This is an optimization exercise on Yosys and OpenROAD, whose aim is small area, a short achievable clock period and few clock cycles per item, not a production implementation. Where RTL was checked, it was by simulation tests only, not by an equivalence proof against the original. Power figures rest on the tool's default switching activity, not on a simulated workload.

Setup of job 3105:
// sparse_int_array_store
module sparse_int_array_store
#(
    parameter int ENTRIES = 16
) (
    input  logic        clk,
    input  logic        rst_n,
    input  logic        req_valid,
    output logic        req_ready,
    input  logic [2:0]  req_action,
    input  logic [31:0] req_index,
    input  logic [31:0] req_operand,
    output logic        rsp_valid,
    input  logic        rsp_ready,
    output logic [31:0] rsp_result_value,
    output logic        rsp_status
);
For scale: ~1300 flip-flops, roughly 110 I/O pins, about 54000 sq um of cells after synthesis.
Settings: LEC_CHECK=0, CAP_MARGIN=20, CORE_MARGIN=2, CORE_UTILIZATION=60, SLEW_MARGIN=20; clock period 9.0 ns.
standard.sh (not shown) runs the stock make flow with config.mk's settings and CLKGATE_MAP_FILE= SYNTH_SCRIPT=/design/flow/synth_recipe.tcl, a recipe that flattens the netlist after the stock synthesis.
==> flow/flow/run.sh <==
#!/bin/bash
set -euo pipefail
MARGIN=$(cat flow/margin.txt)
bash standard.sh synth > synth.log 2>&1
bash standard.sh SETUP_SLACK_MARGIN="$MARGIN" finish > layout.log 2>&1
==> flow/flow/margin.txt <==
6.0
#### Input delta (job 8917 over job 3105)
# job 3105
export LEC_CHECK = 0
export CAP_MARGIN = 20
export CORE_MARGIN = 2
export CORE_UTILIZATION = 60
export SLEW_MARGIN = 20
create_clock -name core_clock -period 9.0 [get_ports {clk}]
# job 8917
export LEC_CHECK = 0
export CAP_MARGIN = 20
export CORE_MARGIN = 2
export CORE_UTILIZATION = 40
export SLEW_MARGIN = 20
create_clock -name core_clock -period 9.0 [get_ports {clk}]
### Flow results
- Job 8917 finished end to end and its layout was clean on timing, DRC and antenna.
- Job 3105 reached the final stage; the timing, design-rule and antenna checks on its layout passed.
- The core utilization in job 8917 was lower than what job 3105 gave.
- The power dissipated in combinational cells number comes out lower for job 8917 vs job 3105.
- The wire length of the first global-routing pass in job 8917 was higher than what job 3105 gave.
- Re largest vdd supply drop: job 3105 was higher than job 8917.
- Maximum operating frequency delta (job 8917 − job 3105): favourable
- Going from job 3105 to job 8917, net switching power went down; wire length reported by the detailed router climbed about 1%.
No run of this note included a check of the RTL's function; only the layout flow was run.


## run 2
Another version of the RTL of sparse_int_array_store (not shown whole).
Size in the first run: about 3400 cells after synthesis, ~110 I/O pins, about 0.055 mm^2 of cells after synthesis.
Settings: LEC_CHECK=0, CAP_MARGIN=20, CORE_MARGIN=2, CORE_UTILIZATION=40, SLEW_MARGIN=20; clock period 9.0 ns.
run.sh (not shown) runs the stock make flow with config.mk's settings and CLKGATE_MAP_FILE= SYNTH_SCRIPT=/design/flow/synth_recipe.tcl, a recipe that flattens the netlist after the stock synthesis.
Stock flow here: none of the scripts above is used.
Testbench counts of run 2, summed over its fixed seeds: cycles 8,024, items 8,000.
What run 1 does differently from run 2 at the input level:
Settings: SETUP_SLACK_MARGIN now 5, previously not set.
### Flow results
- [compare] base=run 2 new=run 1: power increased by about 1.6% relative to the old numbers, length of the first detailed-routing pass in iterations went down 1, multi-input logic cell count increased 0.97%, pin count of the biggest net entering global routing stayed essentially flat, register clock-pin slew on the reported worst setup and hold paths shows no meaningful change.
- When run 1 is set beside run 2, its critical path depth turns out to be 2 larger.
- Run 2 ended up with used[15] as its worst setup path endpoint; run 1 ended up with tidx[12][18].
- Compare run 2 and run 1 | setup slack lower: run 2
- After detailed routing, run 2 needs less wire than run 1.
- ~same met2 wirelength from detailed routing in run 2 and run 1
- The count of clock-buffer cells in the layout in run 2 is 0.928 times that in run 1.
- Run 2 -> run 1: detailed router's first-iteration violation count flat


## run A
Another version of the RTL of sparse_int_array_store (not shown whole).
Size: ~3,500 cells after synthesis, ~1,400 flip-flops, ~0.055 mm² of cells after synthesis.
==> flow/config.mk <==
export PLATFORM = sky130hd
export DESIGN_NAME = sparse_int_array_store
export DESIGN_NICKNAME = sparse_int_array_store
export VERILOG_FILES = /design/flow/design.v
export SDC_FILE = /design/flow/constraint.sdc
export NUM_CORES = 4
export LEC_CHECK = 0
export CAP_MARGIN = 20
export CORE_MARGIN = 2
export CORE_UTILIZATION = 40
export CTS_CLUSTER_DIAMETER = 80
export CTS_CLUSTER_SIZE = 24
export SLEW_MARGIN = 20
==> flow/constraint.sdc <==
create_clock -name core_clock -period 9.0 [get_ports {clk}]
set_input_delay 1.8000 -clock core_clock [delete_from_list [all_inputs] [get_ports {clk}]]
set_output_delay 1.8000 -clock core_clock [all_outputs]
set_load 0.01 [all_outputs]
standard.sh (not shown) runs the stock make flow with config.mk's settings and CLKGATE_MAP_FILE= SYNTH_SCRIPT=/design/flow/synth_recipe.tcl, a recipe that flattens the netlist after the stock synthesis.
Scripts as last shown in full above: flow/flow/run.sh, flow/flow/margin.txt
Testbench counts of run A, summed over its fixed seeds: cycles 8,024, items 8,000.
What run B does differently from run A at the input level:
# run A
export LEC_CHECK = 0
export CAP_MARGIN = 20
export CORE_MARGIN = 2
export CORE_UTILIZATION = 40
export CTS_CLUSTER_DIAMETER = 80
export CTS_CLUSTER_SIZE = 24
export SLEW_MARGIN = 20
create_clock -name core_clock -period 9.0 [get_ports {clk}]
# run B
export LEC_CHECK = 0
export CAP_MARGIN = 20
export CORE_MARGIN = 2
export CORE_UTILIZATION = 55
export CTS_CLUSTER_DIAMETER = 80
export CTS_CLUSTER_SIZE = 24
export SLEW_MARGIN = 20
create_clock -name core_clock -period 9.0 [get_ports {clk}]
## What came out
Run A -> run B: die outline area decreased by more than a quarter
Die height (higher): run A
Between run B and run A, the portion of the clock cycle consumed by the worst path in the final layout figures differ only marginally.


north:
The RTL this note starts from:
==> flow/design.v <==
`timescale 1ns / 1ps
package sia_pkg;
    localparam logic [2:0] ACT_READ  = 3'd0;
    localparam logic [2:0] ACT_WRITE = 3'd1;
    localparam logic [2:0] ACT_ADD   = 3'd2;
    localparam logic [2:0] ACT_PREINC = 3'd3;
    localparam logic [2:0] ACT_POSTINC = 3'd4;
    localparam logic STAT_DONE = 1'b0;
    localparam logic STAT_FULL = 1'b1;
    typedef struct packed {
        logic        used;
        logic [31:0] index;
        logic [31:0] value;
    } entry_t;
    localparam int ENTRY_W = 1 + 32 + 32;   
    typedef struct packed {
        logic hit;
        logic free;
    } scan_flags_t;
    typedef enum logic [4:0] {
        ST_CLEAR  = 5'b00001,
        ST_IDLE   = 5'b00010,
        ST_SCAN   = 5'b00100,
        ST_DRAIN  = 5'b01000,
        ST_COMMIT = 5'b10000
    } state_t;
endpackage
`timescale 1ns / 1ps
module sia_ram #(
    parameter int WIDTH = 8,
    parameter int DEPTH = 16
) (
    input  logic                                   clk,
    input  logic                                   we,
    input  logic [(DEPTH > 1 ? $clog2(DEPTH) : 1)-1:0] waddr,
    input  logic [WIDTH-1:0]                       wdata,
    input  logic                                   re,
    input  logic [(DEPTH > 1 ? $clog2(DEPTH) : 1)-1:0] raddr,
    output logic [WIDTH-1:0]                       rdata
);
    logic [WIDTH-1:0] mem [DEPTH];
    always_ff @(posedge clk)
    begin
        if (we)
        begin
            mem[waddr] <= wdata;
        end
    end
    always_ff @(posedge clk)
    begin
        if (re)
        begin
            rdata <= mem[raddr];
        end
    end
endmodule
`timescale 1ns / 1ps
module sia_scan
#(
    parameter int AW = 4
) (
    input  logic               clk,
    input  logic               rst_n,
    input  logic               start,
    input  logic               chk_valid,
    input  logic [AW-1:0]      chk_addr,
    input  logic [sia_pkg::ENTRY_W-1:0] rd_data,
    input  logic [31:0]        key,
    output logic [1:0]         flags,
    output logic [AW-1:0]      hit_slot,
    output logic [AW-1:0]      free_slot,
    output logic [31:0]        hit_value
);
    sia_pkg::entry_t      ent;
    sia_pkg::scan_flags_t flags_reg;
    logic        match;
    logic        take_free;
    logic [AW-1:0] hit_slot_reg;
    logic [AW-1:0] free_slot_reg;
    logic [31:0]   hit_value_reg;
    assign ent       = sia_pkg::entry_t'(rd_data);
    assign match     = chk_valid && ent.used && (ent.index == key) && !flags_reg.hit;
    assign take_free = chk_valid && !ent.used && !flags_reg.free;
    always_ff @(posedge clk or negedge rst_n)
    begin
        if (!rst_n)
        begin
            flags_reg <= '0;
        end
        else if (start)
        begin
            flags_reg <= '0;
        end
        else
        begin
            if (match)
            begin
                flags_reg.hit <= 1'b1;
            end
            if (take_free)
            begin
                flags_reg.free <= 1'b1;
            end
        end
    end
    always_ff @(posedge clk)
    begin
        if (match)
        begin
            hit_slot_reg  <= chk_addr;
            hit_value_reg <= ent.value;
        end
        if (take_free)
        begin
            free_slot_reg <= chk_addr;
        end
    end
    assign flags     = flags_reg;
    assign hit_slot  = hit_slot_reg;
    assign free_slot = free_slot_reg;
    assign hit_value = hit_value_reg;
endmodule
`timescale 1ns / 1ps
module sparse_int_array_store
#(
    parameter int ENTRIES = 16
) (
    input  logic        clk,
    input  logic        rst_n,
    input  logic        req_valid,
    output logic        req_ready,
    input  logic [2:0]  req_action,
    input  logic [31:0] req_index,
    input  logic [31:0] req_operand,
    output logic        rsp_valid,
    input  logic        rsp_ready,
    output logic [31:0] rsp_result_value,
    output logic        rsp_status
);
    localparam int N = ENTRIES;
    logic [N-1:0] used;
    logic [31:0]  tidx [N];
    logic [31:0]  tval [N];
    logic         ready_q;       
    logic         busy_q;        
    logic         v0;
    logic [2:0]   act0;
    logic [31:0]  idx0;
    logic [31:0]  opnd0;
    logic [N-1:0] match0;
    logic         near0;
    logic         same0;
    logic         v1;
    logic [31:0]  idx1;
    logic [31:0]  p1;            
    logic [31:0]  g1;            
    logic         postinc1;
    logic         hit1;
    logic [N-1:0] match1;
    logic         same1;
    logic         store1;
    logic         resold1;
    logic         unused1;
    logic         lexists;
    logic [N-1:0] lslot;
    logic [31:0]  lval;          
    logic         hv, tv;
    logic [31:0]  hval, tval_q;
    logic         hst, tst;
    logic [N-1:0] match_in;
    logic         near_in;
    logic         same_in;
    always_comb
    begin
        for (int s = 0; s < N; s++)
            match_in[s] = used[s] && (tidx[s] == req_index);
        near_in = v1 && (req_index == idx1);
        same_in = v0 ? (req_index == idx0) : (v1 && !commit && (req_index == idx1));
    end
    logic [N-1:0] match;
    logic [31:0]  oldm;
    logic         hitm;
    logic         samem;
    logic [31:0]  addm;
    logic [31:0]  oldv;
    always_comb
    begin
        match = (match0 & used) | (lslot & {N{lexists && near0}});
        oldm = '0;
        for (int s = 0; s < N; s++)
            oldm = oldm | (tval[s] & {32{match0[s]}});
        hitm  = |match;
        samem = same0;
        case (act0)
            3'd1, 3'd2: addm = opnd0;
            3'd3, 3'd4: addm = 32'd1;
            default:    addm = 32'd0;
        endcase
        if (act0 == 3'd1)
            oldv = 32'd0;
        else if (samem)
            oldv = sum & {32{!failx}};
        else if (near0)
            oldv = lval;
        else
            oldv = oldm;
    end
    logic [31:0]  sum;
    logic         zero;
    logic         nz;
    logic         hitc;
    logic [N-1:0] hslot;
    logic [N-1:0] fslot;
    logic         full;
    logic         failx;
    logic         fail;
    logic [N-1:0] slotc;
    logic [31:0]  res;
    logic         commit;
    logic         space1;
    logic         mv01;
    always_comb
    begin
        logic [31:0] g, p, gn, pn;
        g = g1;
        p = p1;
        for (int d = 1; d < 32; d = d * 2)
        begin
            gn = g;
            pn = p;
            for (int i = d; i < 32; i++)
            begin
                gn[i] = g[i] | (p[i] & g[i-d]);
                pn[i] = p[i] & p[i-d];
            end
            g = gn;
            p = pn;
        end
        sum = p1 ^ {g[30:0], 1'b0};
    end
    always_comb
    begin
        logic [31:0] x, c;
        x = p1;
        c = {p1[30:0] | g1[30:0], 1'b0};
        zero = &(~(x ^ c));
    end
    assign nz = !zero;
    assign hitc  = same1 ? lexists : hit1;
    assign hslot = same1 ? lslot : match1;
    assign full  = &used;
    always_comb
    begin
        fslot = '0;
        for (int s = N - 1; s >= 0; s--)
            if (!used[s])
                fslot = N'(1) << s;
    end
    assign failx = store1 && !hitc && full;
    assign fail  = failx && nz;
    assign slotc = hitc ? hslot : fslot;
    assign res   = (unused1 || fail) ? 32'd0 : (resold1 ? (p1 ^ {31'd0, postinc1}) : sum);
    logic pop;
    logic v0_n, v1_n, hv_n, tv_n, ready_n;
    assign commit = v1 && !tv;
    assign space1 = !v1 || commit;
    assign mv01   = v0 && space1;
    assign pop    = hv && rsp_ready;
    always_comb
    begin
        v0_n = ready_q ? req_valid : v0;
        v1_n = mv01 || (v1 && !commit);
        if (tv)
        begin
            hv_n = 1'b1;
            tv_n = !pop;
        end
        else if (hv)
        begin
            hv_n = !pop || commit;
            tv_n = !pop && commit;
        end
        else
        begin
            hv_n = commit;
            tv_n = 1'b0;
        end
        ready_n = !v0_n || !v1_n || !tv_n;
    end
    always_ff @(posedge clk or negedge rst_n)
    begin
        if (!rst_n)
        begin
            ready_q <= 1'b1;
            busy_q  <= 1'b0;
            v0      <= 1'b0;
            v1      <= 1'b0;
            hv      <= 1'b0;
            tv      <= 1'b0;
            used    <= '0;
        end
        else
        begin
            ready_q <= ready_n;
            busy_q  <= !ready_n;
            v0      <= v0_n;
            v1      <= v1_n;
            hv      <= hv_n;
            tv      <= tv_n;
            for (int s = 0; s < N; s++)
                if (commit && store1 && slotc[s])
                    used[s] <= nz;
        end
    end
    always_ff @(posedge clk)
    begin
        if (ready_q)
        begin
            act0  <= req_action;
            idx0  <= req_index;
            opnd0 <= req_operand;
            match0 <= match_in;
            near0 <= near_in;
            same0 <= same_in;
        end
        if (mv01)
        begin
            idx1    <= idx0;
            hit1    <= hitm;
            match1  <= match;
            same1   <= samem;
            store1  <= (act0 >= 3'd1) && (act0 <= 3'd4);
            resold1 <= (act0 == 3'd0) || (act0 == 3'd4);
            postinc1 <= (act0 == 3'd4);
            p1      <= oldv ^ addm;
            g1      <= oldv & addm;
            unused1 <= (act0 >= 3'd5);
        end
        if (commit)
        begin
            lslot   <= slotc;
            lval    <= sum & {32{!failx}};
            lexists <= store1 ? (nz && !fail) : hitc;
        end
        for (int s = 0; s < N; s++)
        begin
            if (fslot[s])
                tidx[s] <= idx1;
            if (commit && store1 && slotc[s])
                tval[s] <= sum;
        end
        if (commit)
        begin
            tval_q <= res;
            tst    <= fail;
        end
        if (!hv || pop)
        begin
            if (tv)
            begin
                hval <= tval_q;
                hst  <= tst;
            end
            else
            begin
                hval <= res;
                hst  <= fail;
            end
        end
    end
    assign req_ready        = !busy_q;
    assign rsp_valid        = hv;
    assign rsp_result_value = hval;
    assign rsp_status       = hst;
endmodule
==> flow/config.mk <==
export PLATFORM = sky130hd
export DESIGN_NAME = sparse_int_array_store
export DESIGN_NICKNAME = sparse_int_array_store
export VERILOG_FILES = /design/flow/design.v
export SDC_FILE = /design/flow/constraint.sdc
export NUM_CORES = 4
export LEC_CHECK = 0
export CAP_MARGIN = 5
export CORE_MARGIN = 2
export CORE_UTILIZATION = 40
export CTS_CLUSTER_DIAMETER = 80
export CTS_CLUSTER_SIZE = 24
export SLEW_MARGIN = 5
==> flow/constraint.sdc <==
create_clock -name core_clock -period 9.0 [get_ports {clk}]
set_input_delay 1.8000 -clock core_clock [delete_from_list [all_inputs] [get_ports {clk}]]
set_output_delay 1.8000 -clock core_clock [all_outputs]
set_load 0.01 [all_outputs]
Scripts as last shown in full above: flow/flow/run.sh, flow/flow/margin.txt
Testbench counts of north, summed over its fixed seeds: cycles 8,024, items 8,000.
[inputs] south vs north
- swapping 5 for 20 in SLEW_MARGIN
- swapping 24 for 28 in CTS_CLUSTER_SIZE
- swapping 5 for 20 in CAP_MARGIN
## What came out
Wire length of the first global-routing pass (higher): south
Worst path arrival time on south is up relative to north.
Status: critical path required time parity (north, south)
Reported for north and south, flip-flop and latch count turned out identical to the last digit.
Against north, south comes in 0.33 points higher on final clock period utilization by the worst path.
The minimum clock period after layout of south was inferior to that of north.
Here is what was changed in the inputs of east compared with south.
- CTS_CLUSTER_SIZE changed from 28 to 24
==> flow/flow/margin.txt <==
5.85
Findings:
The final layout from east, which completed every stage, passed the timing, design-rule and antenna checks at the end of the flow.
south: full flow OK, the timing, design-rule and antenna checks passed
Compared south against east; sum of routed wire length over all layers within noise.
east vs. south: total power lower; synthesized cell count roughly the same.
Share of total power in combinational logic ended up 1.6 points lower on east than on south.
Compared with south, in east internal cell power fell by about 0.8%; transition time at the pin with the least slew margin saw a decrease; total length of routed met3 wires rose by 8.9%; area added between synthesis and finish went down by 3.0 points.
Run comparison: east cell at the slowest stage of the critical path nor4_4; south cell at the slowest stage of the critical path edfxtp_1
Maximum VDD drop, south and east, higher one = south.

-- separate check: timing with driven ports --
How much do the figures lean on ideal ports? The routed layouts below were timed once more, with nothing changed but the port constraints. Step 1 assumes that a clkbuf_16 drives the clock port and a buf_2 every other input. Step 2 also shifts input and output timing later by t, the mid clock arrival at the registers, as if the neighbouring blocks saw the same clock. a / b / c = ideal ports / drivers / drivers and shift; a / b = the first two.
run | t, ns | setup WS [ns] | slew at the worst register clock pin (ns) | worst data-port slew with drivers (ns) | pins driven straight from the clock port
job 3105 | 0.807 | 5.479 / 5.479 / 5.479 | 0.06 / 0.06 | 0.06 | 1
job 8917 | 0.849 | 5.682 / 5.682 / 5.590 | 0.07 / 0.07 | 0.05 | 1
run 2 | 0.844 | 3.020 / 3.020 / 3.020 | 0.07 / 0.07 | 0.07 | 1
run 1 | 0.849 | 5.053 / 5.053 / 5.053 | 0.07 / 0.07 | 0.05 | 1
run A | 0.764 | 5.909 / 5.842 / 5.226 | 0.10 / 0.10 | 0.15 | 1
run B | 0.756 | 5.920 / 5.899 / 5.274 | 0.11 / 0.11 | 0.06 | 1
north | 0.764 | 5.911 / 5.843 / 5.196 | 0.10 / 0.10 | 0.15 | 1
south | 0.786 | 5.882 / 5.808 / 5.232 | 0.12 / 0.12 | 0.14 | 1
east | 0.762 | 5.864 / 5.813 / 5.153 | 0.11 / 0.11 | 0.09 | 1
After both steps every run listed still meets setup and hold. For north, which loses most, drivers alone change the setup slack by -0.068 ns; drivers and shift together by -0.715 ns.
